Source: an optimization exercise on an open RTL-to-GDS flow (aim: small area, a short achievable clock period and few clock cycles per item). Production flows keep margins and buffers that such runs may drop. In this exercise RTL edits were held to simulation tests only and were not proved equivalent to the original. The clock port is modelled as an ideal driver; clocking choices that lean on that would not hold on a real chip. Power and IR drop assume default switching activity.

## flow/design.v (module list and top-level ports; edited modules follow where they fit)
// module tsc_rom: 2997 lines
// module taylor_sine_cosine_top: 105 lines
module taylor_sine_cosine_top (
	input  wire logic                            clk,
	input  wire logic                            arst_n,
	input  wire logic                            s_tvalid,
	output logic                                 s_tready,
	input  wire logic [tsc_pkg::IN_DATA_W-1:0]   s_tdata,
	input  wire logic                            s_tuser,
	output logic                                 m_tvalid,
	input  wire logic                            m_tready,
	output logic [tsc_pkg::OUT_DATA_W-1:0]       m_tdata,
	output logic                                 m_tuser
);
  // ...
==> flow/flow/run.sh <==
#!/bin/bash
set -euo pipefail
here=$(pwd)
export POST_CTS_TCL="$here/flow/skew.tcl"
export SKEW_CELL=sky130_fd_sc_hd__clkbuf_1
export SKEW_LAST_CELL=sky130_fd_sc_hd__clkbuf_8
export SKEW_STAGES=8
bash standard.sh SETUP_SLACK_MARGIN=6.1 SKIP_CTS_REPAIR_TIMING=1 \
	POST_CTS_TCL="$here/flow/skew.tcl" finish > standard.log 2>&1
==> flow/flow/skew.tcl <==
# Hook run after clock tree synthesis (POST_CTS_TCL, with the CTS step's own timing
# repair skipped): give the clock of the table output register (r_rom_q, r_neg_q)
# extra delay, so that the long path into it, from the request register through
# the result table, may use time that the short path out of it, through the
# negation into the output register, does not need. Both paths are between
# registers inside the design. Then the CTS step's usual placement and timing
# repair.
set block [ord::get_db_block]
set db [ord::get_db]
set master [$db findMaster $::env(SKEW_CELL)]
set last_master [$db findMaster $::env(SKEW_LAST_CELL)]
set stages $::env(SKEW_STAGES)
array set groups {}
foreach inst [$block getInsts] {
  set name [$inst getName]
  if {[string match {r_rom_q*} $name] || [string match {r_neg_q*} $name]} {
    set it [$inst findITerm CLK]
    lappend groups([[$it getNet] getName]) $it
  }
}
set n 0
foreach netname [lsort [array names groups]] {
  set net [$block findNet $netname]
  set its $groups($netname)
  set sx 0
  set sy 0
  foreach it $its {
    set b [[$it getInst] getBBox]
    set sx [expr {$sx + [$b xMin]}]
    set sy [expr {$sy + [$b yMin]}]
  }
  set cx [expr {int($sx / [llength $its])}]
  set cy [expr {int($sy / [llength $its])}]
  set prev $net
  for {set k 0} {$k < $stages} {incr k} {
    set m [expr {$k == $stages - 1 ? $last_master : $master}]
    set inst [odb::dbInst_create $block $m "skewbuf_${n}_$k"]
    set newnet [odb::dbNet_create $block "skewnet_${n}_$k"]
    $newnet setSigType CLOCK
    [$inst findITerm A] connect $prev
    [$inst findITerm X] connect $newnet
    $inst setLocation $cx $cy
    $inst setPlacementStatus PLACED
    set prev $newnet
  }
  foreach it $its {
    $it disconnect
    $it connect $prev
  }
  puts "skew: [llength $its] sinks of $netname behind $stages buffers"
  incr n
}
set result [catch { detailed_placement } msg]
if { $result != 0 } {
  error "Detailed placement failed after clock skew: $msg"
}
estimate_parasitics -placement
report_clock_skew
repair_timing_helper
set result [catch { detailed_placement } msg]
if { $result != 0 } {
  error "Detailed placement failed in CTS: $msg"
}
check_placement -verbose
report_checks -path_delay max -format end -group_path_count 5
==> flow/standard.sh <==
#!/bin/bash
# synth_recipe.tcl (not shown) runs the flow's synth.tcl, then flattens the netlist and writes it again
# the make line also repeats each setting of config.mk as NAME=value (left out here)
make -C /OpenROAD-flow-scripts/flow DESIGN_CONFIG=/design/flow/config.mk WORK_HOME=/design/flow/orfs CLKGATE_MAP_FILE= SYNTH_SCRIPT=/design/flow/synth_recipe.tcl "${@:-finish}"
==> flow/config.mk <==
export PLATFORM = sky130hd
export DESIGN_NAME = taylor_sine_cosine_top
export DESIGN_NICKNAME = taylor_sine_cosine_top
export VERILOG_FILES = /design/flow/design.v
export SDC_FILE = /design/flow/constraint.sdc
export NUM_CORES = 4
export LEC_CHECK = 0
export ABC_AREA = 1
export CAP_MARGIN = 20
export CORE_MARGIN = 2
export CORE_UTILIZATION = 15
export PLACE_DENSITY = 0.25
export SLEW_MARGIN = 20
export SYNTH_HIERARCHICAL = 1
export TNS_END_PERCENT = 100
==> flow/constraint.sdc <==
create_clock -name core_clock -period 9.0 [get_ports {clk}]
set_input_delay 1.8000 -clock core_clock [delete_from_list [all_inputs] [get_ports {clk}]]
set_output_delay 1.8000 -clock core_clock [all_outputs]
set_load 0.01 [all_outputs]
==> flow_summary.yaml, run 1 <==
status:
  status: "complete, no violations"
finish:
  multi_input_area_share: 0.560
  nNonClkInverters: 219
  design_area_um2: 17900
  seq_cell_count: 103
  layout_commonest_cell: "nand2_1"
synth:
  synth_common_cells: "766 x nand2_1, 319 x nand3_1, 268 x nor2_1"
  synth_cells: 2446
  synthMuxAreaShare: 0
  synth_seq_cells: 103
  ys_seq_area_frac: 0.215
global_route:
  grt_max_degree: 52
  grt_overflow_total: 0
  grt_pass1_wl_um: 223000
placement:
  gp_congestion: 1.06
  hpwl_um: 137000
  place_ws_ns: 3.98
pwr:
  peakVddDrop_uv: 103
  comb_power_share: 0.748
  pwr-share-clk: 0.107
  top_power_group: "combinational logic"
timing:
  max_freq_mhz: 317
  hold_viol_final: 0
floorplanning:
  pin_count: 64
setup_path:
  crit_path_start_kind: "flop"
  ff2ff_path_depth: 12
  cp_cell_sequence: "buf_12 -> ha_1 -> buf_4 -> inv_1 -> nand2_1 -> nand2_1 -> inv_1 -> o21ai_0 -> nand2_1 -> o21ai_0 -> nand3_1 -> nand2_1"
  worstReg2RegEnd: "r_rom_q[32]"
  path_depth: 12
  critPathKind: "flop to flop"
  cp_common_cell: "nand2_1"
detailed_routing:
  wirelength_um: 178000
  drt_iter0_markers: 3594
  final_antenna_net_count: 0
  met1_length_um: 72000
hold_path:
  hold_path.class: "flop to flop"
Testbench counts, summed over its fixed seeds: cycles 2,424, items 2,400.
==> inputs of run 2 (changes only) <==
--- a/flow/config.mk
+++ b/flow/config.mk
@@ -10,4 +10,4 @@
 export CORE_MARGIN = 2
-export CORE_UTILIZATION = 15
-export PLACE_DENSITY = 0.25
+export CORE_UTILIZATION = 12
+export PLACE_DENSITY = 0.2
 export SLEW_MARGIN = 20
==> run 2 against run 1 <==
Net effect:
- largest power group unchanged
- worst setup slack better by 0.061 ns
- highest routed layer unchanged
- maximum frequency is 2.0% higher
- flip-flop and latch count is the same
- via count decreased by 1.0%
- wire length down 3.4%
- total power fell by 2.4%
- first-iteration DRC count fell by 14%
==> flow_summary.yaml, run 2 <==
floorplanning:
  dieHeight_um: 342
  core_um2: 114000
  die_w_um: 342
  pin_count: 64
  dieArea_um2: 117000
  start_util: 0.121
  core.rowCount: 124
global_route:
  grt_overflow_total: 0
  antenna_found_initial: 22
  grt_pass1_vias: 20400
  grtUsageTotal: 0.286
  grt_max_degree: 68
  grt_pass1_wl_um: 217000
detailed_routing:
  final_antenna_net_count: 0
  drt-wirelength-per-cell_um: 42.1
  wirelength_um: 172000
  num_vias: 21300
  top_layer: "met5"
  vias_per_cell: 5.21
  met1_length_um: 70300
  dr.pass1.iters: 6
  drt_iter0_markers: 3104
  met3_length_um: 16100
  route.detailed.drc: 0
  route.met2.wl_um: 69400
synth:
  synth_top_family_by_area: "simple AND/OR/NAND/NOR gates"
  syn-cell-area_um2: 13700
  yosysWarnings: 7
  ys_seq_area_frac: 0.215
  avgSynthCellArea_um2: 5.62
  synth_seq_cells: 103
  yosysMostFrequentCell: "nand2_1"
  synth_compound_gate_area_share: 0.192
  synth_cells: 2446
  synth_area_leaders: "nand2_1 21%, edfxtp_1 19%, nand3_1 12%"
  synth_common_cells: "766 x nand2_1, 319 x nand3_1, 268 x nor2_1"
  ys_types: 56
  synthMuxAreaShare: 0
  yosysTopAreaCellShare: 0.209
  synth-edff-count: 88
  synth_adder_area_share: 0.0182
  synth_xor_area_frac: 0.0134
  synth_simple_gate_area_share: 0.457
  synth_flop_cell: "edfxtp_1"
  async_reset_ff_frac: 0.0388
  synth_area_leader_cell: "nand2_1"
hold_path:
  hold_path.class: "flop to flop"
  holdPathStages: 1
  hold_end: "r_neg_q"
  worstHoldStart: "a_req_q[10]"
finish:
  final_nets: 2604
  largest_register_ffs: 38
  max_flop_register: "r_rom_q"
  fin_cells: 4085
  layout_commonest_cell: "nand2_1"
  drive_gt1_frac: 0.134
  most-common-layout-cells: "721 x nand2_1, 307 x nand3_1, 236 x nor2_1"
  syn2layout_area_growth_pct: 30.7
  reg_top3: "r_rom_q: 38 flops, res_q: 37 flops"
setup_path:
  cp_cell_sequence: "buf_8 -> inv_1 -> buf_12 -> buf_6 -> nor2_2 -> buf_4 -> nand2_1 -> nand2_1 -> inv_1 -> nand2_1 -> nand2_1 -> o21ai_0 -> nand2_1 -> nand2_1 -> nand3_1 -> nand3_1"
  critPathBufInv: 6
  crit_path_top_delay_cell: "nand2_1"
  timing.rr.start: "a_req_q[0]"
  max_stage_delay_ns: 0.47
  ff2ff_path_depth: 16
  cp_data_arrival_time_ns: 4.09
  crit_required_ns: 10.00
  cp_common_cell: "nand2_1"
  cp-end-kind: "flop"
  cp_max_fo: 28
  critPathKind: "flop to flop"
  reg2reg_slack_ns: 5.91
  crit_path_start_kind: "flop"
  crit_family: "simple AND/OR/NAND/NOR gates"
  worstReg2RegEnd: "r_rom_q[22]"
clock_network:
  cts.clk_slew.worst_paths_ns: 0.08
  clock_sinks: 103
  clkLatencyLatePin_ns: 1.19
  cts_tree: "yes"
status:
  status: "complete, no violations"
timing:
  hold_viol_final: 0
  hold_ws_ns: 0.192
  fin_crit_ns: 3.09
  drv_slew: 0
  tightest_slew_ns: 1.19
  fin_skew_ns: 0.822
  slew-limit-headroom: 0.206
  finalSetupViolCount: 0
  rsz0062_at_grt: "true"
  fin_crit_sh: 0.344
  max_freq_mhz: 323
  finalSetupTns_ns: 0
pwr:
  p_leak_nw: 7.78
  fin_total_pwr_w: 0.00584
  power_density_nw_per_um2: 325
  peakVddDrop_uv: 99.2
placement:
  io_buffers: 53
  dpl.cell_count: 3980
  gp_congestion: 1.07
  hpwl_um: 130000
job:
  cap_viol_max_count: 0
run 2: cell counts after synthesis:
No cell type changed its count.
run 2: worst max path at each step:
stage	start	to	depth (start not counted)
finish	a_req_q[0]	r_rom_q[22]	16
global route	a_req_q[1]	r_rom_q[16]	14
detailed placement	a_req_q[4]	r_rom_q[16]	15
global placement	a_req_q[4]	r_rom_q[16]	15
floorplan	m_tready	r_neg_q	2
run 2: per-layer routing:
metal | GRT usage | vias up
met5 | 0 | -
met4 | 0.224 | 22
met3 | 0.0693 | 537
met2 | 0.407 | 1686
met1 | 0.366 | 10600
li1 | - | 8452
run 2: where the power goes:
group / switching [W] / leakage [nW] / total (W) / internal [W]
combinational: 0.00344 / 6.50 / 0.00436 / 0.000921
clock: 0.000293 / 0.235 / 0.000621 / 0.000327
sequential: 0.0000964 / 1.04 / 0.000856 / 0.000760
total: 0.00383 / 7.78 / 0.00584 / 0.00201
run 2: area by class of cell, without the clock buffers:
| class | instances | area, µm² |
|---|---|---|
| inverters | 219 | 886 |
| fillers | 13400 | 96100 |
| plain buffers | 48 | 240 |
| clock inverters | 7 | 65.1 |
| flip-flops and latches | 103 | 2960 |
| repair buffers | 191 | 1720 |
| diodes | 5 | 12.5 |
| multi-input cells | 1991 | 9970 |
| well taps | 1512 | 1890 |
run 2: stage by stage:
step                      cell area [µm²]  setup slack (ns)  utilization
after global routing                18000              6.06        0.158
final                               18000              5.91        0.158
after global placement              16400              3.68        0.144
after detailed placement            16400              3.66        0.144
after floorplan                     13800              5.56            -
run 2: logic make-up (layout without fill, tap and decap cells):
logic type | after synthesis | count (layout)
compound gates | 477 | 477
flops | 103 | 103
fa+ha+maj | 20 | 20
buf+inv | 355 | 474
simple gates | 1469 | 1470
other cells | 1 | 8
xor+xnor | 21 | 21
run 2: modules after synthesis (local to each module, per instance):
| module | flip-flops and latches | cells | area (µm²) | times used |
|---|---|---|---|---|
| taylor_sine_cosine_top | 103 | 363 | 4330 | 1 |
| tsc_rom | 0 | 2083 | 9420 | 1 |
run 2: worst reg2reg max path, cell delays in order (launching register included):
cell	delay (ns)
edfxtp_1	0.36
buf_8	0.32
inv_1	0.17
buf_12	0.23
buf_6	0.23
nor2_2	0.11
buf_4	0.30
nand2_1	0.16
nand2_1	0.47
inv_1	0.16
nand2_1	0.10
nand2_1	0.09
o21ai_0	0.42
nand2_1	0.21
nand2_1	0.10
nand3_1	0.12
nand3_1	0.15
==> inputs of run 3 (changes only) <==
--- a/flow/flow/run.sh
+++ b/flow/flow/run.sh
@@ -6,3 +6,3 @@
 export SKEW_LAST_CELL=sky130_fd_sc_hd__clkbuf_8
-export SKEW_STAGES=8
+export SKEW_STAGES=10
 bash standard.sh SETUP_SLACK_MARGIN=6.1 SKIP_CTS_REPAIR_TIMING=1 \
==> run 3 against run 2 <==
Net effect:
- still clean on timing, DRC and antenna
- design area is 0.29% higher
- clock power is 6.1% higher
- wire length is 0.11% lower
- flip-flop and latch count stayed put
- first-iteration DRC count is 0.35% lower
- worst setup slack worse by 0.12 ns
- global-route usage hardly changed
- sequential power hardly changed
- synthesized cell count stayed put
- sequential share of layout area hardly changed
- largest power group unchanged
==> flow_summary.yaml, run 3 <==
timing:
  max_freq_mhz: 311
  finalSetupTns_ns: 0
  fin_crit_sh: 0.357
  finalSetupViolCount: 0
  fin_crit_ns: 3.21
  tightest_slew_ns: 1.19
  drv_slew: 0
  fin_skew_ns: 1.04
  slew-limit-headroom: 0.206
  rsz0062_at_grt: "true"
  hold_ws_ns: 0.0418
  hold_viol_final: 0
detailed_routing:
  num_vias: 21300
  vias_per_cell: 5.18
  final_antenna_net_count: 0
  route.detailed.drc: 0
  dr.pass1.iters: 6
  drt_iter0_markers: 3093
  drt-wirelength-per-cell_um: 41.7
  wirelength_um: 172000
synth:
  synth_common_cells: "766 x nand2_1, 319 x nand3_1, 268 x nor2_1"
  yosysWarnings: 7
  ys_seq_area_frac: 0.215
  ys_types: 56
  synth_seq_cells: 103
  synth_cells: 2446
  avgSynthCellArea_um2: 5.62
  synth_area_leader_cell: "nand2_1"
  yosysTopAreaCellShare: 0.209
  syn-cell-area_um2: 13700
  synth_area_leaders: "nand2_1 21%, edfxtp_1 19%, nand3_1 12%"
  async_reset_ff_frac: 0.0388
  synth_flop_cell: "edfxtp_1"
  yosysMostFrequentCell: "nand2_1"
  synth-edff-count: 88
setup_path:
  cp_data_arrival_time_ns: 4.34
  cp_common_cell: "nand2_1"
  crit_required_ns: 10.13
  critPathCapture: "r_rom_q[13]"
  max_stage_delay_ns: 0.55
  timing.rr.start: "a_req_q[0]"
  reg2reg_slack_ns: 5.79
  cp-end-kind: "flop"
  crit_path_start_kind: "flop"
  critPathBufInv: 2
  path_depth: 11
  crit_path_top_delay_cell: "buf_4"
  cp_cell_sequence: "buf_6 -> buf_4 -> nand2_1 -> nand2_2 -> nand2_1 -> a21oi_1 -> nand2_1 -> nand2_1 -> nand2_1 -> nand3_1 -> a21oi_2"
  crit_family: "simple AND/OR/NAND/NOR gates"
  critPathKind: "flop to flop"
  cp_max_fo: 28
  worstReg2RegEnd: "r_rom_q[13]"
  ff2ff_path_depth: 11
  critPathLaunch: "a_req_q[0]"
global_route:
  grt_pass1_wl_um: 218000
  grt_pass1_vias: 20600
  antenna_found_initial: 18
  grtUsageTotal: 0.286
  grt_overflow_total: 0
  grt_max_degree: 68
clock_network:
  clock_sinks: 103
  clkLatencyLatePin_ns: 1.41
  cts_tree: "yes"
  cts.clk_slew.worst_paths_ns: 0.08
job:
  cap_viol_max_count: 0
finish:
  most-common-layout-cells: "728 x nand2_1, 307 x nand3_1, 244 x nor2_1"
  largest_register_ffs: 38
  layout_commonest_cell: "nand2_1"
  fin_util: 0.158
  n_fill_cell: 13400
  drive_gt1_frac: 0.129
  reg_top3: "r_rom_q: 38 flops, res_q: 37 flops"
  fin_cells: 4114
  final_nets: 2626
  syn2layout_area_growth_pct: 31.1
  max_flop_register: "r_rom_q"
placement:
  io_buffers: 53
  dpl.cell_count: 3980
  gp_congestion: 1.07
  hpwl_um: 130000
floorplanning:
  die_w_um: 342
  core.rowCount: 124
  dieHeight_um: 342
  core_um2: 114000
  start_util: 0.121
  dieArea_um2: 117000
  pin_count: 64
hold_path:
  hold_path.class: "flop to flop"
  holdPathStages: 3
pwr:
  fin_total_pwr_w: 0.00588
  p_leak_nw: 7.83
  power_density_nw_per_um2: 326
  peakVddDrop_uv: 102
status:
  status: "complete, no violations"
-- run 3: logic make-up after synthesis --
group	Yosys count	synth area share
AOI/OAI and AO/OA	477	0.192
xor gates and xnor gates	21	0.0134
adders and majority gates	20	0.0182
buffers and inverters	355	0.104
DFF	103	0.215
other	1	0.000273
and+or+nand+nor	1469	0.457
-- run 3: modules after synthesis, one instance, submodules excluded --
module,cell area [µm²],cells inside,flip-flops and latches,times used
taylor_sine_cosine_top,4330,363,103,1
tsc_rom,9420,2083,0,1
-- run 3: area by class of cell, without the clock buffers --
class	count	area, µm²	share of cell area
antenna	12	30.0	0.00167
buffer	60	285	0.0158
clock inverter	7	65.1	0.00361
inverter	219	876	0.0486
multi-input combinational	1991	9920	0.550
sequential	103	2960	0.164
tap	1512	1890	0.105
timing repair buffer	201	1770	0.0980
-- run 3: worst min-delay path, cell delays in order (launching register included) --
cell and delay [ns]:
edfxtp_1 0.55, o21ai_0 0.20, nand3_1 0.09, nor2_1 0.11
-- run 3: worst min path at each step --
stage / from / end / slack [ns]
floorplan: a_req_q[10] / r_neg_q / 0.40
global placement: a_req_q[10] / r_neg_q / 0.41
detailed placement: r_valid_q / m_valid_q / 0.43
global route: a_req_q[7] / r_rom_q[23] / 0.001
finish: a_req_q[8] / r_rom_q[36] / 0.04
-- run 3: routing by layer --
layer / share of wire / global-route usage
met1: 0.41 / 0.360
met2: 0.40 / 0.407
met3: 0.094 / 0.0789
met4: 0.092 / 0.229
met5: 0.00046 / 0
-- run 3: per-stage QoR --
step | area, µm² | setup WS, ns
after floorplan | 13800 | 5.56
after global placement | 16400 | 3.68
after detailed placement | 16400 | 3.66
after global routing | 18000 | 5.91
final | 18000 | 5.79
-- run 3: where the power goes --
group | total [W] | internal, W | switching [W]
Sequential | 0.000854 | 0.000760 | 0.0000947
Combinational | 0.00437 | 0.000929 | 0.00344
Clock | 0.000659 | 0.000349 | 0.000311
==> inputs of run 4 (changes only) <==
--- a/flow/config.mk
+++ b/flow/config.mk
@@ -10,3 +10,3 @@
 export CORE_MARGIN = 2
-export CORE_UTILIZATION = 12
+export CORE_UTILIZATION = 10
 export PLACE_DENSITY = 0.2
==> run 4 against run 3 <==
Net effect:
- still clean on timing, DRC and antenna
- flip-flop and latch count unchanged
- via count up 0.52%
- clock power up 4.6%
- critical path depth grew 3
- synthesized area unchanged
- sequential power up 0.6%
- hold slack improved by 0.036 ns
- design area rose by 2.1%
- maximum frequency increased by 1.5%
- first-iteration DRC count rose by 7.9%
- register-to-register slack better by 0.05 ns
- largest cell class unchanged
==> flow_summary.yaml, run 4 <==
global_route:
  grtUsageTotal: 0.244
  antenna_found_initial: 13
  grt_overflow_total: 0
  grt_pass1_wl_um: 223000
  grt_pass1_vias: 20400
  grt_max_degree: 65
finish:
  max_flop_register: "r_rom_q"
  seq_area_um2: 2960
  drive_gt1_frac: 0.126
  n_fill_cell: 16100
  syn2layout_area_growth_pct: 33.8
  fin_util: 0.134
  largest_register_ffs: 38
  reg_top3: "r_rom_q: 38 flops, res_q: 37 flops"
  most-common-layout-cells: "731 x nand2_1, 303 x nand3_1, 245 x nor2_1"
  fin_cells: 4391
  multi_input_area_um2: 9880
  layout_commonest_cell: "nand2_1"
  final_nets: 2624
timing:
  finalSetupTns_ns: 0
  fin_crit_sh: 0.351
  finalSetupViolCount: 0
  fin_crit_ns: 3.16
  hold_viol_final: 0
  hold_ws_ns: 0.0780
  drv_slew: 0
  tightest_slew_ns: 1.09
  fin_skew_ns: 1.07
  slew-limit-headroom: 0.268
  max_freq_mhz: 316
  setup_ws_ns: 5.84
  rsz0062_at_grt: "true"
floorplanning:
  start_util: 0.100
  core_um2: 137000
  dieArea_um2: 140000
  dieHeight_um: 375
  pin_count: 64
  core.rowCount: 136
  die_w_um: 375
synth:
  yosysMostFrequentCell: "nand2_1"
  yosysWarnings: 7
  syn-cell-area_um2: 13700
  yosysTopAreaCellShare: 0.209
  synth-edff-count: 88
  synth_seq_cells: 103
  synth_area_leader_cell: "nand2_1"
  ys_types: 56
  avgSynthCellArea_um2: 5.62
  synth_area_leaders: "nand2_1 21%, edfxtp_1 19%, nand3_1 12%"
  ys_seq_area_frac: 0.215
  async_reset_ff_frac: 0.0388
  synth_common_cells: "766 x nand2_1, 319 x nand3_1, 268 x nor2_1"
  synth_flop_cell: "edfxtp_1"
  synth_cells: 2446
hold_path:
  hold_end: "r_rom_q[15]"
  worstHoldStart: "a_req_q[8]"
  hold_path.class: "flop to flop"
  holdPathStages: 3
setup_path:
  cp-end-kind: "flop"
  worstReg2RegEnd: "r_rom_q[13]"
  cp_data_arrival_time_ns: 4.35
  reg2reg_slack_ns: 5.84
  crit_path_start_kind: "flop"
  crit_required_ns: 10.18
  timing.rr.start: "a_req_q[9]"
  critPathKind: "flop to flop"
  cp_max_fo: 18
  ff2ff_path_depth: 14
clock_network:
  cts.clk_slew.worst_paths_ns: 0.08
  clock_sinks: 103
  cts_tree: "yes"
  clkLatencyLatePin_ns: 1.45
placement:
  dpl.cell_count: 4258
  gp_congestion: 1.07
  hpwl_um: 132000
  io_buffers: 53
  place_ws_ns: 3.85
detailed_routing:
  wirelength_um: 176000
  drt_iter0_markers: 3337
  route.detailed.drc: 0
  final_antenna_net_count: 0
  drt-wirelength-per-cell_um: 40.1
  num_vias: 21400
  vias_per_cell: 4.88
  dr.pass1.iters: 6
pwr:
  p_leak_nw: 7.88
  peakVddDrop_uv: 107
  power_density_nw_per_um2: 325
status:
  status: "complete, no violations"
job:
  cap_viol_max_count: 0
-- run 4: cell counts after synthesis --
No cell type changed its count.
-- run 4: how the worst max path moves through the flow --
stage / from / end / depth (start not counted)
3_5_place_dp: a_req_q[9] / r_rom_q[5] / 14
6_report: a_req_q[9] / r_rom_q[13] / 14
5_1_grt: r_rom_q[7] / res_q[21] / 8
2_1_floorplan: m_tready / r_neg_q / 2
3_3_place_gp: a_req_q[9] / r_rom_q[5] / 14
-- run 4: cells by family after synthesis --
logic type | after synthesis | synth area share
adder cells (fa/ha/maj) | 20 | 0.0182
XOR/XNOR | 21 | 0.0134
buffers and inverters | 355 | 0.104
AND/OR/NAND/NOR | 1469 | 0.457
AO/OA/AOI/OAI | 477 | 0.192
other | 1 | 0.000273
flip-flops | 103 | 0.215
-- run 4: modules after synthesis (local to each module, per instance) --
module                  copies in the design  flops+latches
tsc_rom                                    1              0
taylor_sine_cosine_top                     1            103
-- run 4: power by group --
| part | internal (W) | leakage [nW] | switching, W | total, W |
|---|---|---|---|---|
| clock | 0.000374 | 0.253 | 0.000315 | 0.000689 |
| sequential | 0.000760 | 1.04 | 0.0000997 | 0.000859 |
| combinational | 0.000928 | 6.58 | 0.00350 | 0.00443 |
| total | 0.00206 | 7.88 | 0.00391 | 0.00597 |
-- run 4: critical path: stages, from the launching register on --
cell and delay (ns):
edfxtp_1 0.35, buf_6 0.30, inv_1 0.14, ha_1 0.25, clkinvlp_4 0.25, nand2_2 0.25, nor2_1 0.84, nand2_1 0.47
nand2_1 0.21, a21oi_1 0.12, nand3_1 0.23, nand2_1 0.10, nand2_1 0.11, nand2_1 0.06, a21oi_1 0.21
-- run 4: cell type report, without the clock buffers --
| cell class | instances | share of cell area |
|---|---|---|
| Antenna cell | 10 | 0.00136 |
| Buffer | 60 | 0.0155 |
| Clock inverter | 6 | 0.00422 |
| Inverter | 219 | 0.0474 |
| Multi-Input combinational cell | 1991 | 0.537 |
| Sequential cell | 103 | 0.161 |
| Tap cell | 1794 | 0.122 |
| Timing Repair Buffer | 199 | 0.0995 |
-- run 4: layer usage --
metal	part of all wire	global-route usage	wire (µm)
met1	0.41	0.313	72100
met3	0.094	0.0603	16500
met2	0.41	0.353	72000
met4	0.088	0.176	15500
met5	0.00032	0	57
-- run 4: metrics by stage --
stage | total power, W | area, µm²
2_1_floorplan | 0.00252 | 13800
3_3_place_gp | 0.00500 | 16800
3_5_place_dp | 0.00489 | 16800
5_1_grt | 0.00604 | 18400
6_report | 0.00597 | 18400
==> inputs of run 5 (changes only) <==
==> flow/flow/run.sh (replaced) <==
#!/bin/bash
set -euo pipefail
here=$(pwd)
export POST_CTS_TCL="$here/flow/skew.tcl"
export SKEW_CELL=sky130_fd_sc_hd__clkbuf_1
export SKEW_LAST_CELL=sky130_fd_sc_hd__clkbuf_8
export SKEW_STAGES=8
bash standard.sh SETUP_SLACK_MARGIN=6.2 SKIP_CTS_REPAIR_TIMING=1 \
	POST_CTS_TCL="$here/flow/skew.tcl" finish > standard.log 2>&1
--- a/flow/config.mk
+++ b/flow/config.mk
@@ -10,3 +10,3 @@
 export CORE_MARGIN = 2
-export CORE_UTILIZATION = 10
+export CORE_UTILIZATION = 12
 export PLACE_DENSITY = 0.2
==> run 5 against run 4 <==
Net effect:
- die area decreased by 16%
- wire length decreased by 2.0%
- clock power down 9.9%
- final cell count fell by 6.4%
- hold slack improved by 0.11 ns
- first-iteration DRC count shrank 1.4%
- design area shrank 0.65%
- flip-flop and latch count did not move
- synthesized area is the same
- critical path depth did not move
- synthesized cell count unchanged
- via count is essentially flat
==> flow_summary.yaml, run 5 <==
status:
  status: "complete, no violations"
synth:
  synth_common_cells: "766 x nand2_1, 319 x nand3_1, 268 x nor2_1"
  synth_cells: 2446
  yosysTopAreaCellShare: 0.209
  ys_types: 56
  synth_seq_cells: 103
  synth_flop_cell: "edfxtp_1"
  yosysMostFrequentCell: "nand2_1"
  yosysWarnings: 7
  async_reset_ff_frac: 0.0388
  synth-edff-count: 88
  synth_area_leader_cell: "nand2_1"
  synth_area_leaders: "nand2_1 21%, edfxtp_1 19%, nand3_1 12%"
  ys_seq_area_frac: 0.215
  syn-cell-area_um2: 13700
  avgSynthCellArea_um2: 5.62
timing:
  finalSetupTns_ns: 0
  fin_crit_ns: 3.02
  finalSetupViolCount: 0
  max_freq_mhz: 332
  fin_crit_sh: 0.335
  tightest_slew_ns: 1.15
  drv_slew: 0
  slew-limit-headroom: 0.232
  hold_viol_final: 0
  fin_skew_ns: 0.830
  rsz0062_at_grt: "true"
floorplanning:
  core_um2: 114000
  dieHeight_um: 342
  die_w_um: 342
  dieArea_um2: 117000
  core.rowCount: 124
  start_util: 0.121
  pin_count: 64
finish:
  syn2layout_area_growth_pct: 33.0
  reg_top3: "r_rom_q: 38 flops, res_q: 37 flops"
  fin_util: 0.160
  drive_gt1_frac: 0.170
  most-common-layout-cells: "710 x nand2_1, 303 x nand3_1, 233 x nor2_1"
  max_flop_register: "r_rom_q"
  n_fill_cell: 13400
  fin_cells: 4110
  final_nets: 2627
  design_area_um2: 18300
  layout_commonest_cell: "nand2_1"
  largest_register_ffs: 38
detailed_routing:
  wirelength_um: 173000
  route.detailed.drc: 0
  num_vias: 21500
  drt-wirelength-per-cell_um: 42.0
  vias_per_cell: 5.22
  drt_iter0_markers: 3291
  final_antenna_net_count: 0
  dr.pass1.iters: 6
setup_path:
  crit_required_ns: 9.97
  crit_path_start_kind: "flop"
  cp-end-kind: "flop"
  critPathBufInv: 5
  critPathKind: "flop to flop"
  cp_data_arrival_time_ns: 3.99
  crit_family: "simple AND/OR/NAND/NOR gates"
  crit_path_top_delay_cell: "edfxtp_1"
  cp_max_fo: 25
  cp_cell_sequence: "buf_12 -> inv_1 -> buf_12 -> ha_2 -> buf_8 -> nand2_4 -> nand2_2 -> buf_6 -> nand2_2 -> nand3_1 -> o21ai_0 -> nand3_1 -> nand2_1 -> a21oi_2"
  max_stage_delay_ns: 0.42
placement:
  hpwl_um: 130000
  dpl_cell_area_um2: 16400
  io_buffers: 53
  dpl.cell_count: 3980
  gp_congestion: 1.07
global_route:
  antenna_found_initial: 16
  grt_pass1_vias: 20500
  grt_overflow_total: 0
  grt_pass1_wl_um: 219000
  grt_max_degree: 43
  grtUsageTotal: 0.288
clock_network:
  cts.clk_slew.worst_paths_ns: 0.08
  clkLatencyLatePin_ns: 1.20
  cts_tree: "yes"
  clock_sinks: 103
pwr:
  p_leak_nw: 7.91
  peakVddDrop_uv: 101
  power_density_nw_per_um2: 323
  fin_total_pwr_w: 0.00591
job:
  cap_viol_max_count: 0
hold_path:
  hold_path.class: "flop to flop"
==> run 5: cell counts after synthesis <==
Identical to the previous run, type by type.
==> run 5: final cells by class, without the clock buffers <==
class | count | area, µm² | area share
Multi-Input combinational cell | 1991 | 10100 | 0.555
Sequential cell | 103 | 2960 | 0.162
Tap cell | 1512 | 1890 | 0.103
Timing Repair Buffer | 214 | 1830 | 0.100
Inverter | 219 | 908 | 0.0497
Buffer | 48 | 240 | 0.0131
Clock inverter | 7 | 65.1 | 0.00356
Antenna cell | 7 | 17.5 | 0.000958
==> run 5: power breakdown <==
group | switching (W) | leakage (nW) | total (W) | internal (W)
logic | 0.00349 | 6.64 | 0.00443 | 0.000947
registers | 0.0000967 | 1.04 | 0.000856 | 0.000759
clock network | 0.000293 | 0.235 | 0.000621 | 0.000327
==> run 5: logic make-up (layout without fill, tap and decap cells) <==
| family | Yosys count | in the layout | synth area share |
|---|---|---|---|
| AO/OA/AOI/OAI | 477 | 477 | 0.192 |
| other | 1 | 10 | 0.000273 |
| AND/OR/NAND/NOR | 1469 | 1470 | 0.457 |
| buffers and inverters | 355 | 497 | 0.104 |
| XOR/XNOR | 21 | 21 | 0.0134 |
| adder cells (fa/ha/maj) | 20 | 20 | 0.0182 |
| flip-flops | 103 | 103 | 0.215 |
==> run 5: metrics by stage <==
step	setup WS [ns]	hold WS [ns]
after floorplan	5.56	0.400
after global placement	3.68	0.414
after detailed placement	3.66	0.430
after global routing	6.10	0.114
final	5.98	0.191
==> run 5: metal layers <==
layer,vias to the layer above,global-route usage,share of wire
met2,1637,0.406,0.40
met1,10800,0.366,0.41
met4,10,0.231,0.096
met3,544,0.0768,0.094
li1,8505,-,-
met5,-,0,0.00033
==> run 5: per-module statistics from Yosys, one instance, submodules excluded <==
module | copies in the design | cells | flip-flops and latches
tsc_rom | 1 | 2083 | 0
taylor_sine_cosine_top | 1 | 363 | 103
==> run 5: path summary, 6_finish.rpt <==
kind                              from     endpoint  slack (ns)  cells past startpoint
max in group asynchronous       arst_n    b_valid_q        7.19                      1
max                         a_req_q[4]  r_rom_q[23]        5.98                     14
min in group asynchronous       arst_n    a_valid_q        1.62                      1
min                        a_req_q[10]      r_neg_q        0.19                      1
min reg2reg                a_req_q[10]      r_neg_q        0.19                      1
max reg2reg                 a_req_q[4]  r_rom_q[23]        5.98                     14
==> inputs of run 6 (changes only) <==
--- a/flow/config.mk
+++ b/flow/config.mk
@@ -10,3 +10,3 @@
 export CORE_MARGIN = 2
-export CORE_UTILIZATION = 12
+export CORE_UTILIZATION = 10
 export PLACE_DENSITY = 0.2
==> run 6 against run 5 <==
Net effect:
- core utilization shrank 2.4 points
- clock power grew 5.0%
- die area grew 20%
- sequential share of layout area shrank 0.35 points
- first-iteration DRC count shrank 4.0%
- maximum frequency shrank 4.7%
- combinational power grew 1%
- critical path depth shrank 3
- via count shrank 0.65%
- worst setup slack lost 0.15 ns
- synthesized area is the same
==> flow_summary.yaml, run 6 <==
status:
  status: "complete, no violations"
synth:
  synth_simple_gate_area_share: 0.457
  ys_seq_area_frac: 0.215
  synth_area_leader_cell: "nand2_1"
  ys_types: 56
  yosysMostFrequentCell: "nand2_1"
  synth_compound_gate_area_share: 0.192
  yosysWarnings: 7
  async_reset_ff_frac: 0.0388
  synth_area_leaders: "nand2_1 21%, edfxtp_1 19%, nand3_1 12%"
  yosysTopAreaCellShare: 0.209
  synth_cells: 2446
  synth_common_cells: "766 x nand2_1, 319 x nand3_1, 268 x nor2_1"
  synth_flop_cell: "edfxtp_1"
  synth_seq_cells: 103
  synth_adder_area_share: 0.0182
  syn-cell-area_um2: 13700
  synth-edff-count: 88
  avgSynthCellArea_um2: 5.62
  synth_xor_area_frac: 0.0134
  synthMuxAreaShare: 0
  synth_top_family_by_area: "simple AND/OR/NAND/NOR gates"
detailed_routing:
  vias_per_cell: 4.86
  route.detailed.drc: 0
  dr.pass1.iters: 6
  drt_iter0_markers: 3161
  final_antenna_net_count: 0
  drt-wirelength-per-cell_um: 40.2
  num_vias: 21300
  wirelength_um: 176000
setup_path:
  critPathKind: "flop to flop"
  max_stage_delay_ns: 0.70
  cp_max_fo: 17
  cp-end-kind: "flop"
  crit_required_ns: 9.88
  crit_path_start_kind: "flop"
  cp_cell_sequence: "inv_2 -> buf_6 -> ha_1 -> inv_1 -> nand3_2 -> a31oi_2 -> nand3_1 -> nand3_1 -> nand2_1 -> nand2_1 -> nand2_1"
  crit_path_top_delay_cell: "inv_1"
  cp_common_cell: "nand2_1"
  cp_data_arrival_time_ns: 4.05
timing:
  finalSetupViolCount: 0
  setup_ws_ns: 5.84
  max_freq_mhz: 316
  rsz0062_at_grt: "true"
  fin_skew_ns: 0.897
  finalSetupTns_ns: 0
  fin_crit_sh: 0.352
  slew-limit-headroom: 0.260
  fin_crit_ns: 3.16
  tightest_slew_ns: 1.10
  drv_slew: 0
  hold_viol_final: 0
placement:
  dpl.cell_count: 4258
  io_buffers: 53
  dpl_cell_area_um2: 16800
  hpwl_um: 132000
  gp_congestion: 1.07
  place_ws_ns: 3.85
pwr:
  pwr-share-clk: 0.109
  comb_power_share: 0.749
  peakVddDrop_uv: 110
  p_leak_nw: 8.00
  p_int_w: 0.00206
  p_sw_w: 0.00394
  power_density_nw_per_um2: 321
  power_switching_share: 0.656
  p_seq_frac: 0.142
floorplanning:
  die_w_um: 375
  dieHeight_um: 375
  core_um2: 137000
  pin_count: 64
  core.rowCount: 136
  start_util: 0.100
  dieArea_um2: 140000
global_route:
  antenna_found_initial: 18
  grt_max_degree: 65
  grt_pass1_wl_um: 223000
  grt_overflow_total: 0
  grtUsageTotal: 0.244
  grt_pass1_vias: 20500
finish:
  n_fill_cell: 16100
  final_nets: 2618
  reg_top3: "r_rom_q: 38 flops, res_q: 37 flops"
  design_area_um2: 18700
  fin_cells: 4382
  syn2layout_area_growth_pct: 35.8
  layout_commonest_cell: "nand2_1"
  most-common-layout-cells: "709 x nand2_1, 299 x nand3_1, 234 x nor2_1"
  largest_register_ffs: 38
  drive_gt1_frac: 0.163
  fin_util: 0.136
  max_flop_register: "r_rom_q"
job:
  cap_viol_max_count: 0
clock_network:
  cts_tree: "yes"
  clock_sinks: 103
  clkLatencyLatePin_ns: 1.28
  cts.clk_slew.worst_paths_ns: 0.08
hold_path:
  hold_path.class: "flop to flop"
-- run 6: cell counts after synthesis --
Identical to the previous run, type by type.
-- run 6: path summary, 6_finish.rpt --
check                               to  slack (ns)  depth (start not counted)       start
min in group asynchronous    r_valid_q        1.59                          1      arst_n
hold / removal             r_rom_q[37]        0.25                          3  a_req_q[6]
setup / recovery            r_rom_q[2]        5.84                         11  a_req_q[1]
setup reg to reg            r_rom_q[2]        5.84                         11  a_req_q[1]
max in group asynchronous    m_valid_q        7.20                          1      arst_n
hold reg to reg            r_rom_q[37]        0.25                          3  a_req_q[6]
-- run 6: logic make-up (layout without fill, tap and decap cells) --
kind of cell / Yosys count / in the layout
and+or+nand+nor: 1469 / 1470
other: 1 / 10
buffers and inverters: 355 / 487
xor gates and xnor gates: 21 / 21
AOI/OAI and AO/OA: 477 / 477
DFF: 103 / 103
adders and majority gates: 20 / 20
-- run 6: power by group through the flow --
| stage | sequential [W] | clock (W) | combinational, W |
|---|---|---|---|
| global route | 0.000878 | 0.000722 | 0.00447 |
| floorplan | 0.000891 | 0 | 0.00163 |
| global placement | 0.000876 | 0 | 0.00412 |
| finish | 0.000854 | 0.000652 | 0.00449 |
| detailed placement | 0.000882 | 0 | 0.00401 |
-- run 6: final cells by class, without the clock buffers --
| class | count | area, µm² | area share |
|---|---|---|---|
| Multi-Input combinational cell | 1991 | 10200 | 0.545 |
| Sequential cell | 103 | 2960 | 0.159 |
| Tap cell | 1794 | 2240 | 0.120 |
| Timing Repair Buffer | 205 | 1850 | 0.0988 |
| Inverter | 219 | 886 | 0.0474 |
| Buffer | 48 | 240 | 0.0129 |
| Clock inverter | 6 | 77.6 | 0.00415 |
| Antenna cell | 7 | 17.5 | 0.000938 |
-- run 6: layer usage --
| layer | track usage | vias up | routed length (µm) |
|---|---|---|---|
| met3 | 0.0640 | 517 | 17300 |
| met4 | 0.179 | 24 | 16700 |
| met2 | 0.351 | 1621 | 70800 |
| li1 | - | 8487 | - |
| met1 | 0.312 | 10700 | 71200 |
| met5 | 0 | - | 176 |
-- run 6: through the flow --
stage / hold slack, ns / power (W)
finish: 0.247 / 0.00600
global route: 0.0302 / 0.00607
detailed placement: 0.437 / 0.00489
global placement: 0.426 / 0.00500
floorplan: 0.400 / 0.00252
-- run 6: Yosys stat by module, one instance, submodules excluded --
module                  flip-flops and latches  cells  area (µm²)
taylor_sine_cosine_top                     103    363        4330
tsc_rom                                      0   2083        9420
-- run 6: worst max-delay path, delay by kind of cell, from the launching register on --
kind / cells / cell delay, ns
simple gates: 6 / 1.31
buf+inv: 3 / 0.98
compound gates: 1 / 0.55
fa+ha+maj: 1 / 0.36
flops: 1 / 0.40
==> inputs of run 7 (changes only) <==
--- a/flow/flow/run.sh
+++ b/flow/flow/run.sh
@@ -6,3 +6,3 @@
 export SKEW_LAST_CELL=sky130_fd_sc_hd__clkbuf_8
-export SKEW_STAGES=8
+export SKEW_STAGES=10
 bash standard.sh SETUP_SLACK_MARGIN=6.2 SKIP_CTS_REPAIR_TIMING=1 \
--- a/flow/config.mk
+++ b/flow/config.mk
@@ -10,3 +10,3 @@
 export CORE_MARGIN = 2
-export CORE_UTILIZATION = 10
+export CORE_UTILIZATION = 12
 export PLACE_DENSITY = 0.2
==> run 7 against run 6 <==
Net effect:
- maximum frequency is 2.3% higher
- sequential power about the same
- synthesized cell count is the same
- critical path depth grew 2
- via count increased by 0.56%
- clock skew up 0.16 ns
- design area fell by 3.4%
- flip-flop and latch count stayed put
- wire length shrank 2.2%
- first-iteration DRC count increased by 4.0%
- die area fell by 16%
- critical path type unchanged
- critical endpoint unchanged
- largest power group unchanged
==> flow_summary.yaml, run 7 <==
global_route:
  grt_overflow_total: 0
  grtUsageTotal: 0.286
  antenna_found_initial: 20
  grt_max_degree: 43
  grt_pass1_vias: 20700
  grt_pass1_wl_um: 218000
pwr:
  power_switching_share: 0.656
  p_leak_nw: 7.87
  pwr-share-clk: 0.112
  p_seq_frac: 0.145
  power_density_nw_per_um2: 327
  comb_power_share: 0.743
  p_int_w: 0.00203
  p_sw_w: 0.00387
  fin_total_pwr_w: 0.00590
  peakVddDrop_uv: 100
setup_path:
  cp_max_fo: 26
  ff2ff_path_depth: 13
  crit_required_ns: 10.15
  crit_path_start_kind: "flop"
  cp_data_arrival_time_ns: 4.25
  critPathKind: "flop to flop"
  cp-end-kind: "flop"
synth:
  async_reset_ff_frac: 0.0388
  synth_area_leaders: "nand2_1 21%, edfxtp_1 19%, nand3_1 12%"
  synth-edff-count: 88
  avgSynthCellArea_um2: 5.62
  synth_cells: 2446
  yosysMostFrequentCell: "nand2_1"
  syn-cell-area_um2: 13700
  ys_types: 56
  synth_area_leader_cell: "nand2_1"
  synth_seq_cells: 103
  yosysTopAreaCellShare: 0.209
  yosysWarnings: 7
  synth_flop_cell: "edfxtp_1"
  ys_seq_area_frac: 0.215
  synth_common_cells: "766 x nand2_1, 319 x nand3_1, 268 x nor2_1"
finish:
  most-common-layout-cells: "722 x nand2_1, 306 x nand3_1, 241 x nor2_1"
  max_flop_register: "r_rom_q"
  syn2layout_area_growth_pct: 31.3
  fin_cells: 4117
  drive_gt1_frac: 0.152
  layout_commonest_cell: "nand2_1"
  final_nets: 2632
  largest_register_ffs: 38
  fin_util: 0.158
  reg_top3: "r_rom_q: 38 flops, res_q: 37 flops"
floorplanning:
  die_w_um: 342
  start_util: 0.121
  dieArea_um2: 117000
  core.rowCount: 124
  core_um2: 114000
  pin_count: 64
  dieHeight_um: 342
hold_path:
  hold_path.class: "flop to flop"
  holdPathStages: 3
timing:
  slew-limit-headroom: 0.194
  fin_crit_sh: 0.344
  fin_crit_ns: 3.09
  finalSetupViolCount: 0
  max_freq_mhz: 323
  setup_ws_ns: 5.91
  fin_skew_ns: 1.05
  finalSetupTns_ns: 0
  tightest_slew_ns: 1.20
  rsz0062_at_grt: "true"
  drv_slew: 0
  hold_viol_final: 0
detailed_routing:
  dr.pass1.iters: 6
  num_vias: 21400
  final_antenna_net_count: 0
  route.detailed.drc: 0
  drt_iter0_markers: 3289
  wirelength_um: 172000
  vias_per_cell: 5.21
  drt-wirelength-per-cell_um: 41.9
placement:
  gp_congestion: 1.07
  place_ws_ns: 3.66
  io_buffers: 53
  hpwl_um: 130000
  dpl.cell_count: 3980
clock_network:
  cts_tree: "yes"
  clock_sinks: 103
  cts.clk_slew.worst_paths_ns: 0.08
  clkLatencyLatePin_ns: 1.42
job:
  cap_viol_max_count: 0
status:
  status: "complete, no violations"
==> run 7: cell counts after synthesis <==
No cell type changed its count.
==> run 7: worst max-delay path, stage by stage, from the launching register on <==
cell and delay, ns:
edfxtp_1 0.47, buf_6 0.40, nand2_1 0.16, buf_4 0.26, nand2_1 0.75, nand2_1 0.60, o21ai_0 0.38, nand2_1 0.09
nand2_1 0.12, nand2_1 0.06, nand2_1 0.07, nand2_1 0.05, nand2_1 0.24, nand2_1 0.10
==> run 7: per-layer routing <==
metal / global-route usage / vias up / routed length (µm)
met3: 0.0762 / 500 / 16500
met5: 0 / - / 72
met2: 0.403 / 1674 / 68900
li1: - / 8536 / -
met4: 0.234 / 12 / 16500
met1: 0.364 / 10700 / 70400
==> run 7: stage by stage <==
stage / hold WS [ns] / instance area [µm²]
2_1_floorplan: 0.400 / 13800
6_report: 0.0419 / 18000
3_5_place_dp: 0.430 / 16400
3_3_place_gp: 0.414 / 16400
5_1_grt: 0.00129 / 18000
==> run 7: modules after synthesis, one instance, submodules excluded <==
module	times used	cells inside	flops+latches	area [µm²]
tsc_rom	1	2083	0	9420
taylor_sine_cosine_top	1	363	103	4330
==> run 7: logic make-up (layout without fill, tap and decap cells) <==
| kind of cell | after synthesis | in the layout | share of synthesized area |
|---|---|---|---|
| and+or+nand+nor | 1469 | 1470 | 0.457 |
| AOI/OAI and AO/OA | 477 | 477 | 0.192 |
| buffers and inverters | 355 | 502 | 0.104 |
| DFF | 103 | 103 | 0.215 |
| xor gates and xnor gates | 21 | 21 | 0.0134 |
| adders and majority gates | 20 | 20 | 0.0182 |
| other | 1 | 12 | 0.000273 |
==> run 7: power groups by stage <==
stage	combinational [W]	sequential (W)	clock (W)
6_report	0.00439	0.000856	0.000660
5_1_grt	0.00437	0.000878	0.000725
3_5_place_dp	0.00397	0.000875	0
3_3_place_gp	0.00409	0.000870	0
2_1_floorplan	0.00163	0.000891	0
==> run 7: final cells by class, without the clock buffers <==
class	instances	area (µm²)
Antenna cell	9	22.5
Buffer	60	285
Clock inverter	7	65.1
Fill cell	13400	96000
Inverter	219	882
Multi-Input combinational cell	1991	9990
Sequential cell	103	2960
Tap cell	1512	1890
Timing Repair Buffer	207	1720
==> run 7: final timing paths <==
path | start | end | slack, ns
max | a_req_q[5] | r_rom_q[2] | 5.91
min | a_req_q[8] | r_rom_q[15] | 0.04
max reg2reg | a_req_q[5] | r_rom_q[2] | 5.91
min reg2reg | a_req_q[8] | r_rom_q[15] | 0.04
max in group asynchronous | arst_n | b_valid_q | 7.19
min in group asynchronous | arst_n | a_valid_q | 1.62
==> inputs of run 8 (changes only) <==
--- a/flow/flow/run.sh
+++ b/flow/flow/run.sh
@@ -6,3 +6,3 @@
 export SKEW_LAST_CELL=sky130_fd_sc_hd__clkbuf_8
-export SKEW_STAGES=10
+export SKEW_STAGES=9
 bash standard.sh SETUP_SLACK_MARGIN=6.2 SKIP_CTS_REPAIR_TIMING=1 \
==> run 8 against run 7 <==
Net effect:
- sequential share of layout area is 0.073 points lower
- critical path depth is 2 lower
- clock power is 3.3% lower
- still clean
- synthesized area stayed put
- clock skew is 0.11 ns lower
- first-iteration DRC count is 0.91% lower
- combinational power hardly changed
- register-to-register slack better by 0.07 ns
- highest routed layer unchanged
- global-route usage hardly changed
==> flow_summary.yaml, run 8 <==
status:
  status: "complete, no violations"
placement:
  io_buffers: 53
  hpwl_um: 130000
  dpl_cell_area_um2: 16400
  gp_congestion: 1.07
  dpl.cell_count: 3980
clock_network:
  cts.clk_slew.worst_paths_ns: 0.08
  clkLatencyLatePin_ns: 1.31
  clock_sinks: 103
  cts_tree: "yes"
global_route:
  grt_max_degree: 43
  grt_pass1_vias: 20700
  grt_pass1_wl_um: 218000
  grt_overflow_total: 0
  grt.busiest_layer: "met2"
  use_met3: 0.0806
  antenna_found_initial: 22
  grtUsageMet1: 0.360
  grt_use_met2: 0.406
  grtUsageTotal: 0.287
synth:
  yosysTopAreaCellShare: 0.209
  synth_area_leader_cell: "nand2_1"
  synth_common_cells: "766 x nand2_1, 319 x nand3_1, 268 x nor2_1"
  yosysMostFrequentCell: "nand2_1"
  synth_flop_cell: "edfxtp_1"
  synth_area_leaders: "nand2_1 21%, edfxtp_1 19%, nand3_1 12%"
  synth-edff-count: 88
  yosysWarnings: 7
  syn-cell-area_um2: 13700
  ys_seq_area_frac: 0.215
  async_reset_ff_frac: 0.0388
  synth_seq_cells: 103
  ys_types: 56
  avgSynthCellArea_um2: 5.62
  synth_cells: 2446
setup_path:
  crit_family: "buffers and inverters"
  cp-end-kind: "flop"
  critPathBufInv: 4
  critPathKind: "flop to flop"
  max_stage_delay_ns: 0.71
  crit_required_ns: 10.00
  crit_path_top_delay_cell: "inv_1"
  cp_common_cell: "nand2_1"
  cp_cell_sequence: "buf_12 -> ha_1 -> buf_4 -> inv_1 -> nand2_1 -> nand2_1 -> inv_1 -> o211ai_1 -> o2111ai_1 -> nand3_1 -> nand2_1"
  cp_max_fo: 25
  crit_path_start_kind: "flop"
  cp_data_arrival_time_ns: 4.02
timing:
  hold_ws_ns: 0.110
  max_freq_mhz: 331
  rsz0062_at_grt: "true"
  tightest_slew_ns: 1.21
  fin_skew_ns: 0.944
  drv_slew: 0
  slew-limit-headroom: 0.192
  finalSetupTns_ns: 0
  fin_crit_sh: 0.336
  finalSetupViolCount: 0
  fin_crit_ns: 3.02
  hold_viol_final: 0
finish:
  syn2layout_area_growth_pct: 31.8
  reg_top3: "r_rom_q: 38 flops, res_q: 37 flops"
  max_flop_register: "r_rom_q"
  layout_commonest_cell: "nand2_1"
  drive_gt1_frac: 0.160
  fin_util: 0.159
  fin_cells: 4110
  largest_register_ffs: 38
  most-common-layout-cells: "715 x nand2_1, 306 x nand3_1, 234 x nor2_1"
  final_nets: 2624
  design_area_um2: 18100
hold_path:
  hold_path.class: "flop to flop"
detailed_routing:
  drt-wirelength-per-cell_um: 41.9
  dr.pass1.iters: 6
  route.detailed.drc: 0
  num_vias: 21400
  wirelength_um: 172000
  drt_iter0_markers: 3259
  vias_per_cell: 5.20
  final_antenna_net_count: 0
pwr:
  p_leak_nw: 7.86
  peakVddDrop_uv: 100
  power_density_nw_per_um2: 325
floorplanning:
  pin_count: 64
  dieArea_um2: 117000
  die_w_um: 342
  core_um2: 114000
  start_util: 0.121
  dieHeight_um: 342
  core.rowCount: 124
job:
  cap_viol_max_count: 0
==> run 8: cell count changes in the layout (fill, tap and decap cells not counted), sizes merged <==
cell         before  now
buf             188  189
clkbuf           70   64
clkinv            8    9
clkinvlp         12   15
diode             9   10
dlygate4sd3       4    1
inv             206  202
==> run 8: layout make-up, without the clock buffers <==
cell class / instances / area [µm²]
clock inverter: 7 / 65.1
fill: 13400 / 95900
sequential: 103 / 2960
buffer: 54 / 263
antenna: 10 / 25.0
timing repair buffer: 205 / 1720
inverter: 219 / 893
tap: 1512 / 1890
multi-input combinational: 1991 / 10100
==> run 8: cells by family (layout without fill, tap and decap cells) <==
group / count (synthesis) / after routing / synth area share
other: 1 / 13 / 0.000273
buffers and inverters: 355 / 494 / 0.104
flip-flops: 103 / 103 / 0.215
AO/OA/AOI/OAI: 477 / 477 / 0.192
AND/OR/NAND/NOR: 1469 / 1470 / 0.457
adder cells (fa/ha/maj): 20 / 20 / 0.0182
XOR/XNOR: 21 / 21 / 0.0134
==> run 8: per-layer routing <==
layer	routed length [µm]	share of wire
met2	68800	0.40
met3	17000	0.099
met5	94	0.00055
met4	16600	0.097
met1	69600	0.40
==> run 8: path summary, 6_finish.rpt <==
check,startpoint,end,slack [ns],cells past startpoint
worst min register to register,a_req_q[7],r_rom_q[23],0.11,2
max in group asynchronous,arst_n,b_valid_q,7.19,1
worst max-delay path,a_req_q[4],r_rom_q[14],5.98,11
min in group asynchronous,arst_n,a_valid_q,1.62,1
worst min-delay path,a_req_q[7],r_rom_q[23],0.11,2
worst max register to register,a_req_q[4],r_rom_q[14],5.98,11
==> run 8: metrics by stage <==
step | total power, W | worst slack (ns)
final | 0.00589 | 5.98
after detailed placement | 0.00485 | 3.66
after floorplan | 0.00252 | 5.56
after global routing | 0.00597 | 6.06
after global placement | 0.00496 | 3.68
==> run 8: Yosys stat by module, one instance, submodules excluded <==
| module | cells inside | cell area [µm²] | flip-flops and latches |
|---|---|---|---|
| tsc_rom | 2083 | 9420 | 0 |
| taylor_sine_cosine_top | 363 | 4330 | 103 |
==> run 8: worst reg2reg max path, stage by stage (launching register included) <==
cell       delay, ns
edfxtp_1        0.42
buf_12          0.21
ha_1            0.21
buf_4           0.23
inv_1           0.71
nand2_1         0.28
nand2_1         0.15
inv_1           0.08
o211ai_1        0.45
o2111ai_1       0.22
nand3_1         0.39
nand2_1         0.27
==> run 8: power breakdown <==
part	leakage (nW)	switching [W]	total, W	internal [W]
Combinational	6.58	0.00347	0.00440	0.000930
Sequential	1.04	0.0000954	0.000855	0.000759
Clock	0.242	0.000300	0.000638	0.000338
==> inputs of run 9 (changes only) <==
==> flow/flow/run.sh (replaced) <==
#!/bin/bash
set -euo pipefail
here=$(pwd)
export POST_CTS_TCL="$here/flow/skew.tcl"
export SKEW_CELL=sky130_fd_sc_hd__clkbuf_1
export SKEW_LAST_CELL=sky130_fd_sc_hd__clkbuf_8
export SKEW_STAGES=8
bash standard.sh SETUP_SLACK_MARGIN=6.3 SKIP_CTS_REPAIR_TIMING=1 \
	POST_CTS_TCL="$here/flow/skew.tcl" finish > standard.log 2>&1
==> run 9 against run 8 <==
Net effect:
- clock skew shrank 0.062 ns
- first-iteration DRC count shrank 17%
- die area is the same
- sequential share of layout area shrank 0.61 points
- synthesized area is the same
- hold slack gained 0.061 ns
- still clean
- final cell count grew 0.34%
- wire length grew 5.5%
- clock power is essentially flat
- via count shrank 1.2%
- maximum frequency grew 2.5%
- critical path depth grew 3
==> flow_summary.yaml, run 9 <==
hold_path:
  worstHoldStart: "a_req_q[7]"
  hold_end: "r_rom_q[23]"
  holdPathStages: 2
  hold_path.class: "flop to flop"
pwr:
  power_density_nw_per_um2: 324
  p_leak_nw: 8.14
  peakVddDrop_uv: 92.9
  fin_total_pwr_w: 0.00611
setup_path:
  critPathKind: "flop to flop"
  cp_data_arrival_time_ns: 3.89
  reg2reg_slack_ns: 6.05
  cp_max_fo: 19
  crit_required_ns: 9.94
  timing.rr.start: "a_req_q[4]"
  worstReg2RegEnd: "r_rom_q[2]"
  cp-end-kind: "flop"
  crit_path_start_kind: "flop"
  ff2ff_path_depth: 14
  critPathLaunch: "a_req_q[4]"
synth:
  synth_area_leaders: "nand2_1 21%, edfxtp_1 19%, nand3_1 12%"
  ys_seq_area_frac: 0.215
  syn-cell-area_um2: 13700
  avgSynthCellArea_um2: 5.62
  ys_types: 56
  async_reset_ff_frac: 0.0388
  yosysTopAreaCellShare: 0.209
  synth_area_leader_cell: "nand2_1"
  yosysMostFrequentCell: "nand2_1"
  synth_common_cells: "766 x nand2_1, 319 x nand3_1, 268 x nor2_1"
  synth_cells: 2446
  synth-edff-count: 88
  synth_flop_cell: "edfxtp_1"
  yosysWarnings: 7
  synth_seq_cells: 103
floorplanning:
  die_w_um: 342
  dieArea_um2: 117000
  dieHeight_um: 342
  pin_count: 64
  core_um2: 114000
  core.rowCount: 124
  start_util: 0.121
global_route:
  grt_overflow_total: 0
  antenna_found_initial: 18
  grt_pass1_wl_um: 228000
  grt_max_degree: 50
  grt_pass1_vias: 20400
  grtUsageTotal: 0.303
finish:
  max_flop_register: "r_rom_q"
  drive_gt1_frac: 0.192
  layout_commonest_cell: "nand2_1"
  syn2layout_area_growth_pct: 37.0
  most-common-layout-cells: "686 x nand2_1, 287 x nand3_1, 224 x nor2_1"
  reg_top3: "r_rom_q: 38 flops, res_q: 37 flops"
  final_nets: 2634
  n_fill_cell: 13400
  largest_register_ffs: 38
  fin_cells: 4124
  design_area_um2: 18800
placement:
  hpwl_um: 138000
  dpl.cell_count: 3978
  dpl_cell_area_um2: 16400
  gp_congestion: 1.04
  io_buffers: 53
status:
  status: "complete, no violations"
timing:
  hold_ws_ns: 0.171
  slew-limit-headroom: 0.225
  drv_slew: 0
  hold_viol_final: 0
  fin_crit_sh: 0.327
  max_freq_mhz: 339
  finalSetupTns_ns: 0
  finalSetupViolCount: 0
  fin_crit_ns: 2.95
  tightest_slew_ns: 1.16
  rsz0062_at_grt: "true"
  fin_skew_ns: 0.882
clock_network:
  clock_sinks: 103
  clkLatencyLatePin_ns: 1.25
  cts_tree: "yes"
  cts.clk_slew.worst_paths_ns: 0.08
detailed_routing:
  drt-wirelength-per-cell_um: 44.0
  vias_per_cell: 5.12
  final_antenna_net_count: 0
  wirelength_um: 182000
  num_vias: 21100
  drt_iter0_markers: 2714
  dr.pass1.iters: 5
  route.detailed.drc: 0
job:
  cap_viol_max_count: 0
==> run 9: cell counts after synthesis <==
Identical to the previous run, type by type.
==> run 9: final cells by class, without the clock buffers <==
type,instances,area [µm²],area share
buffer,48,240,0.0127
multi-input combinational,1991,10500,0.556
tap,1512,1890,0.100
timing repair buffer,220,2000,0.106
inverter,219,916,0.0486
timing repair inverter,1,7.51,0.000398
clock inverter,7,86.3,0.00458
antenna,14,35.0,0.00186
sequential,103,2970,0.157
==> run 9: power by group <==
part / switching, W / internal [W] / total, W / leakage [nW]
clock: 0.000304 / 0.000332 / 0.000636 / 0.243
combinational: 0.00361 / 0.00100 / 0.00461 / 6.86
sequential: 0.000102 / 0.000760 / 0.000862 / 1.04
total: 0.00402 / 0.00209 / 0.00611 / 8.14
==> run 9: cells by family after synthesis <==
group / after synthesis / synth area share
and+or+nand+nor: 1469 / 0.457
DFF: 103 / 0.215
AOI/OAI and AO/OA: 477 / 0.192
xor gates and xnor gates: 21 / 0.0134
other: 1 / 0.000273
buffers and inverters: 355 / 0.104
adders and majority gates: 20 / 0.0182
==> run 9: worst max path at each step <==
| stage | endpoint | slack (ns) | cells after the start |
|---|---|---|---|
| after floorplan | r_neg_q | 5.56 | 2 |
| after global placement | r_rom_q[18] | 3.32 | 14 |
| after detailed placement | r_rom_q[2] | 3.51 | 16 |
| after global routing | s_tready | 6.06 | 2 |
| final | r_rom_q[2] | 6.05 | 14 |
==> run 9: per-layer routing <==
| metal | track usage | part of all wire | vias to the layer above | wire length [µm] |
|---|---|---|---|---|
| li1 | - | - | 8560 | - |
| met1 | 0.385 | 0.41 | 10700 | 75000 |
| met2 | 0.443 | 0.41 | 1422 | 75100 |
| met3 | 0.0680 | 0.082 | 460 | 14900 |
| met4 | 0.231 | 0.090 | 12 | 16400 |
| met5 | 0 | 0.00059 | - | 107 |
==> run 9: per-stage QoR <==
step / setup slack [ns] / util
after floorplan: 5.56 / -
after global placement: 3.32 / 0.144
after detailed placement: 3.51 / 0.144
after global routing: 6.06 / 0.165
final: 6.05 / 0.165
==> run 9: modules after synthesis, one instance, submodules excluded <==
module | cells inside | area [µm²] | times used | flops+latches
tsc_rom | 2083 | 9420 | 1 | 0
taylor_sine_cosine_top | 363 | 4330 | 1 | 103
==> run 9: critical path, cell delays in order (launching register included) <==
cell,delay (ns)
edfxtp_1,0.38
buf_6,0.20
inv_2,0.13
buf_12,0.26
ha_2,0.25
buf_8,0.33
nand2_1,0.30
nand2_4,0.30
nor2_1,0.12
o21ai_1,0.34
nand3_1,0.16
nand3_2,0.23
nand2_1,0.15
nand2_1,0.21
nand2_1,0.09
==> inputs of run 10 (changes only) <==
--- a/flow/flow/run.sh
+++ b/flow/flow/run.sh
@@ -7,3 +7,3 @@
 export SKEW_STAGES=8
-bash standard.sh SETUP_SLACK_MARGIN=6.3 SKIP_CTS_REPAIR_TIMING=1 \
+bash standard.sh SETUP_SLACK_MARGIN=6.25 SKIP_CTS_REPAIR_TIMING=1 \
 	POST_CTS_TCL="$here/flow/skew.tcl" finish > standard.log 2>&1
==> run 10 against run 9 <==
Net effect:
- still clean on timing, DRC and antenna
- total power is 1.1% lower
- global-route usage is 0.44 points lower
- worst setup slack worse by 0.021 ns
- largest cell class unchanged
==> flow_summary.yaml, run 10 <==
setup_path:
  critPathKind: "flop to flop"
  crit_path_start_kind: "flop"
  cp_cell_sequence: "buf_12 -> buf_6 -> buf_4 -> nand2_1 -> nor2_1 -> nor3_1 -> o21ai_0 -> nand3_1 -> nand2_1 -> inv_1 -> nor2_1"
  cp_data_arrival_time_ns: 4.00
  crit_path_top_delay_cell: "o21ai_0"
  cp_max_fo: 23
  cp-end-kind: "flop"
  crit_required_ns: 10.03
  max_stage_delay_ns: 0.54
clock_network:
  cts.clk_slew.worst_paths_ns: 0.08
  cts_tree: "yes"
  clock_sinks: 103
  clkLatencyLatePin_ns: 1.19
synth:
  yosysWarnings: 7
  yosysTopAreaCellShare: 0.209
  synth_cells: 2446
  ys_seq_area_frac: 0.215
  synth_area_leaders: "nand2_1 21%, edfxtp_1 19%, nand3_1 12%"
  synth_area_leader_cell: "nand2_1"
  async_reset_ff_frac: 0.0388
  synth_seq_cells: 103
  ys_types: 56
  syn-cell-area_um2: 13700
  synth_flop_cell: "edfxtp_1"
  yosysMostFrequentCell: "nand2_1"
  synth-edff-count: 88
  synth_common_cells: "766 x nand2_1, 319 x nand3_1, 268 x nor2_1"
  avgSynthCellArea_um2: 5.62
timing:
  fin_crit_ns: 2.97
  finalSetupTns_ns: 0
  hold_viol_final: 0
  fin_crit_sh: 0.330
  slew-limit-headroom: 0.247
  rsz0062_at_grt: "true"
  drv_slew: 0
  finalSetupViolCount: 0
  fin_skew_ns: 0.817
  max_freq_mhz: 337
  tightest_slew_ns: 1.13
detailed_routing:
  final_antenna_net_count: 0
  dr.pass1.iters: 7
  drt-wirelength-per-cell_um: 43.3
  wirelength_um: 179000
  drt_iter0_markers: 2941
  num_vias: 21300
  route.detailed.drc: 0
  vias_per_cell: 5.16
placement:
  io_buffers: 53
  hpwl_um: 137000
  dpl.cell_count: 3995
  gp_congestion: 1.03
finish:
  syn2layout_area_growth_pct: 35.4
  max_flop_register: "r_rom_q"
  most-common-layout-cells: "692 x nand2_1, 300 x nand3_1, 230 x nor2_1"
  drive_gt1_frac: 0.189
  fin_cells: 4132
  largest_register_ffs: 38
  reg_top3: "r_rom_q: 38 flops, res_q: 37 flops"
  n_fill_cell: 13400
  layout_commonest_cell: "nand2_1"
  final_nets: 2651
global_route:
  antenna_found_initial: 18
  grt_pass1_wl_um: 226000
  grt_max_degree: 46
  grt_pass1_vias: 20800
  grt_overflow_total: 0
  grtUsageTotal: 0.298
job:
  cap_viol_max_count: 0
pwr:
  p_leak_nw: 8.10
  comb_power_share: 0.754
  power_density_nw_per_um2: 325
  pwr-share-clk: 0.105
  peakVddDrop_uv: 93.2
  p_seq_frac: 0.141
  power_switching_share: 0.655
  p_sw_w: 0.00396
  p_int_w: 0.00208
floorplanning:
  dieArea_um2: 117000
  start_util: 0.121
  pin_count: 64
  core.rowCount: 124
  die_w_um: 342
  dieHeight_um: 342
  core_um2: 114000
hold_path:
  hold_path.class: "flop to flop"
status:
  status: "complete, no violations"
run 10: cell counts after synthesis:
Identical to the previous run, type by type.
run 10: layout make-up, without the clock buffers:
| type | instances | area, µm² | share of cell area |
|---|---|---|---|
| timing repair buffer | 238 | 2100 | 0.113 |
| inverter | 219 | 913 | 0.0491 |
| sequential | 103 | 2960 | 0.159 |
| multi-input combinational | 1991 | 10200 | 0.547 |
| antenna | 5 | 12.5 | 0.000672 |
| buffer | 48 | 240 | 0.0129 |
| tap | 1512 | 1890 | 0.102 |
| clock inverter | 7 | 81.3 | 0.00437 |
run 10: cells by family (layout without fill, tap and decap cells):
group                      Yosys count  count (layout)  share of synthesized area
AOI/OAI and AO/OA                  477             477                      0.192
xor gates and xnor gates            21              21                     0.0134
adders and majority gates           20              20                     0.0182
buffers and inverters              355             521                      0.104
DFF                                103             103                      0.215
other                                1               8                   0.000273
and+or+nand+nor                   1469            1470                      0.457
run 10: modules after synthesis (local to each module, per instance):
| module | cells inside | copies in the design |
|---|---|---|
| taylor_sine_cosine_top | 363 | 1 |
| tsc_rom | 2083 | 1 |
run 10: layer usage:
| metal | vias to the layer above | part of all wire | global-route usage |
|---|---|---|---|
| li1 | 8564 | - | - |
| met5 | - | 0.00051 | 0 |
| met4 | 14 | 0.092 | 0.223 |
| met1 | 10800 | 0.40 | 0.369 |
| met2 | 1497 | 0.41 | 0.439 |
| met3 | 489 | 0.094 | 0.0826 |
run 10: path summary, 6_finish.rpt:
kind | startpoint | cells past startpoint | slack [ns] | to
min reg2reg | a_req_q[7] | 2 | 0.11 | r_rom_q[23]
max | a_req_q[0] | 11 | 6.03 | r_rom_q[11]
max reg2reg | a_req_q[0] | 11 | 6.03 | r_rom_q[11]
max in group asynchronous | arst_n | 1 | 7.17 | b_valid_q
min in group asynchronous | arst_n | 1 | 1.63 | a_valid_q
min | a_req_q[7] | 2 | 0.11 | r_rom_q[23]
run 10: per-stage QoR:
step	hold slack (ns)	util	setup slack, ns	total power, W	area [µm²]
floorplan	0.400	-	5.56	0.00252	13800
global placement	0.410	0.145	3.81	0.00505	16500
detailed placement	0.437	0.145	3.80	0.00495	16500
global route	0.0672	0.163	6.13	0.00613	18600
finish	0.111	0.163	6.03	0.00605	18600
run 10: power by group through the flow:
stage	clock [W]	sequential, W	combinational [W]
finish	0.000636	0.000853	0.00456
global route	0.000695	0.000874	0.00456
detailed placement	0	0.000880	0.00407
global placement	0	0.000877	0.00417
floorplan	0	0.000891	0.00163
run 10: critical path: cells and delay by family, from the launching register on:
kind,cells,cell delay [ns]
AND/OR/NAND/NOR,6,1.49
buffers and inverters,4,1.06
AO/OA/AOI/OAI,1,0.54
flip-flops,1,0.38

Check on run 10: ideal ports give 6.031 ns setup slack; a clkbuf_16 on the clock port and buf_2 on the inputs give 6.031 ns; moving port delays by the midpoint clock arrival (0.850 ns) as well gives 5.460 ns. Its clock arrivals span 0.442 to 1.259 ns, so the last figure is rough.
